What follows belongs to an exercise in optimizing a design on an open flow for small area, a short achievable clock period and few clock cycles; a production flow would make more cautious choices. The RTL was checked by simulation tests, not by an equivalence proof against the original design. Power is estimated from default activity; no workload was simulated.

run 1:
// gem_img_line_decoder
module gem_img_line_decoder (
  input  logic        clk,
  input  logic        rst_n,
  input  logic        in_valid,
  output logic        in_ready,
  input  logic [7:0]  in_data_byte,
  input  logic        in_image_start,
  output logic        out_valid,
  input  logic        out_ready,
  output logic [1:0]  out_run_kind,
  output logic [7:0]  out_fill_byte,
  output logic [63:0] out_pattern_word,
  output logic [15:0] out_byte_count,
  output logic        out_end_of_line,
  output logic [7:0]  out_line_repeats,
  output logic        out_image_done,
  input  logic        cfg_valid,
  output logic        cfg_ready,
  input  logic [1:0]  cfg_index,
  input  logic [15:0] cfg_data
);
  logic [3:0]  plen_r;
  logic [15:0] lb_r;
  logic [15:0] lt_r;
  logic        a_vld, b_vld, ir_r;
  logic [7:0]  a_d, b_d;
  logic        b_s;
  logic [3:0]  ph_r;
  logic [15:0] bl_r;       
  logic [15:0] ll_r;       
  logic        act_r;      
  logic [7:0]  rep_r;      
  logic [10:0] tc_r;       
  logic [2:0]  idx_r;      
  logic        out_vld_r;
  logic [1:0]  kind_r;
  logic [7:0]  fill_r;
  logic [63:0] store_r;
  logic [10:0] cnt_r;      
  logic        eol_r;
  logic [7:0]  reps_r;
  logic        done_r;
  logic in_take, step, a_free, a_new_vld, a_new_s, init;
  logic b_vld_nxt;
  assign in_ready  = ir_r;
  assign in_take   = in_valid && !b_vld;
  assign step      = a_vld && (!out_vld_r || out_ready);
  assign a_free    = !a_vld || step;
  assign a_new_vld = b_vld || in_take;
  assign a_new_s   = b_vld ? b_s : in_image_start;
  assign init      = a_free && a_new_vld && a_new_s;
  assign b_vld_nxt = a_free ? 1'b0 : a_new_vld;
  assign cfg_ready = 1'b1;
  always_ff @(posedge clk) begin
    if (!rst_n) begin
      a_vld <= 1'b0;
      b_vld <= 1'b0;
      ir_r  <= 1'b1;
    end else begin
      if (a_free) a_vld <= a_new_vld;
      b_vld <= b_vld_nxt;
      ir_r  <= !b_vld_nxt;
    end
  end
  always_ff @(posedge clk) begin
    if (a_free) begin
  ...
For scale: about 1,200 cells after synthesis, about 210 flip-flops, about 140 I/O pins, roughly 9900 um2 of cells after synthesis.
export LEC_CHECK = 0
export ABC_AREA = 1
export CAP_MARGIN = 20
export CORE_MARGIN = 2
export CORE_UTILIZATION = 60
export PLACE_DENSITY = 0.75
export SETUP_SLACK_MARGIN = 5
export SLEW_MARGIN = 20
create_clock -name core_clock -period 10.5 [get_ports {clk}]
standard.sh (not shown) runs the stock make flow with config.mk's settings and CLKGATE_MAP_FILE= SYNTH_SCRIPT=/design/flow/synth_recipe.tcl, a recipe that flattens the netlist after the stock synthesis.
==> flow/flow/run.sh <==
#!/bin/bash
set -euo pipefail
bash standard.sh SETUP_SLACK_MARGIN=7.42 \
  "BUFFER_PORTS_ARGS=-buffer_cell sky130_fd_sc_hd__buf_1" \
  "CTS_ARGS=-sink_clustering_enable -repair_clock_nets -dont_use_dummy_load -sink_clustering_size 24 -sink_clustering_max_diameter 80 -buf_list sky130_fd_sc_hd__clkbuf_16" \
  finish > standard.log 2>&1
Every stage of the flow completed for run 1, and the final layout passed the timing, design-rule and antenna checks.
Testbench counts of run 1, summed over its fixed seeds: cycles 18,194.
#### Input delta (run 2 over run 1)
- TNS_END_PERCENT now 5, previously not set
## What came out
- In the reports for run 1 and run 2, the larger global-route usage belongs to run 1.
- As far as number of tapcells is concerned, run 2 and run 1 perform about the same.
- Run 2 ended up with a lower number of cells on the worst reg-to-reg path than run 1 did.
- Run 2 does better than run 1 on final area.
- Wire length on met1, run 1 and run 2: smaller value in run 2
- Run 1 → run 2: number of global-route vias before repair up 1.2%, clock period minus worst slack rose 0.023 ns, aggregate negative setup slack level, global routing met1 resource utilization now sits lower.
- Post-cts repair resize count in run 2 is 38 lower than in run 1
[inputs] run 3 vs run 2
- removing TNS_END_PERCENT (formerly 5)
==> flow/flow/run.sh <==
#!/bin/bash
set -euo pipefail
bash standard.sh SETUP_SLACK_MARGIN=7.35 \
  "BUFFER_PORTS_ARGS=-buffer_cell sky130_fd_sc_hd__buf_1" \
  "CTS_ARGS=-sink_clustering_enable -repair_clock_nets -dont_use_dummy_load -sink_clustering_size 24 -sink_clustering_max_diameter 80 -buf_list sky130_fd_sc_hd__clkbuf_16" \
  finish > standard.log 2>&1
## What came out
~same smallest hold slack in run 3 and run 2
When run 3 is measured against run 2, its total non-filler cell area in the finished layout turns out 1.4% higher.
Cmp run 3 and run 2 / final worst setup slack / lower: run 2
Compared with run 2, in run 3 fill cell instance count of the final layout now smaller; routed wire length per instance shows an increase of 2.1%; met1 demand-to-capacity share in global routing lower; cell area power density barely changed.
Global-route wire length before repair: run 3 vs run 2 up 300 um
Between run 3 and run 2, it is run 3 whose global-route total usage across every layer is higher, by 0.15 points.
Clock power ends up higher on run 3.
Between run 3 and run 2, the clock skew is higher for run 3.

re-timing with driven ports:
The flow's constraints put no driver on any port. The routed layouts listed below were extracted and timed again, unchanged, in two steps. Step 1, drivers: a clkbuf_16 drives clk and a buf_2 each remaining input, both assumed. Step 2, shift: input delay + t, output delay - t, t = (earliest + latest rising clock arrival at the registers) / 2. This alone moves slack from input paths to output paths. Slacks: ideal / step 1 / step 2; pairs: ideal / step 1.
run	t (ns)	setup WS [ns]	hold WS [ns]	worst setup path at the end	cell pins on the clock port's net
run 1	0.512	7.347 / 7.298 / 6.973	0.461 / 0.461 / 0.461	input to register	1
run 2	0.504	7.323 / 7.277 / 6.941	0.456 / 0.456 / 0.456	input to register	1
run 3	0.496	7.365 / 7.322 / 6.916	0.457 / 0.457 / 0.457	input to register	1
After both steps every run listed still meets setup and hold. For run 3, which loses most, drivers alone change the setup slack by -0.043 ns; drivers and shift together by -0.449 ns.
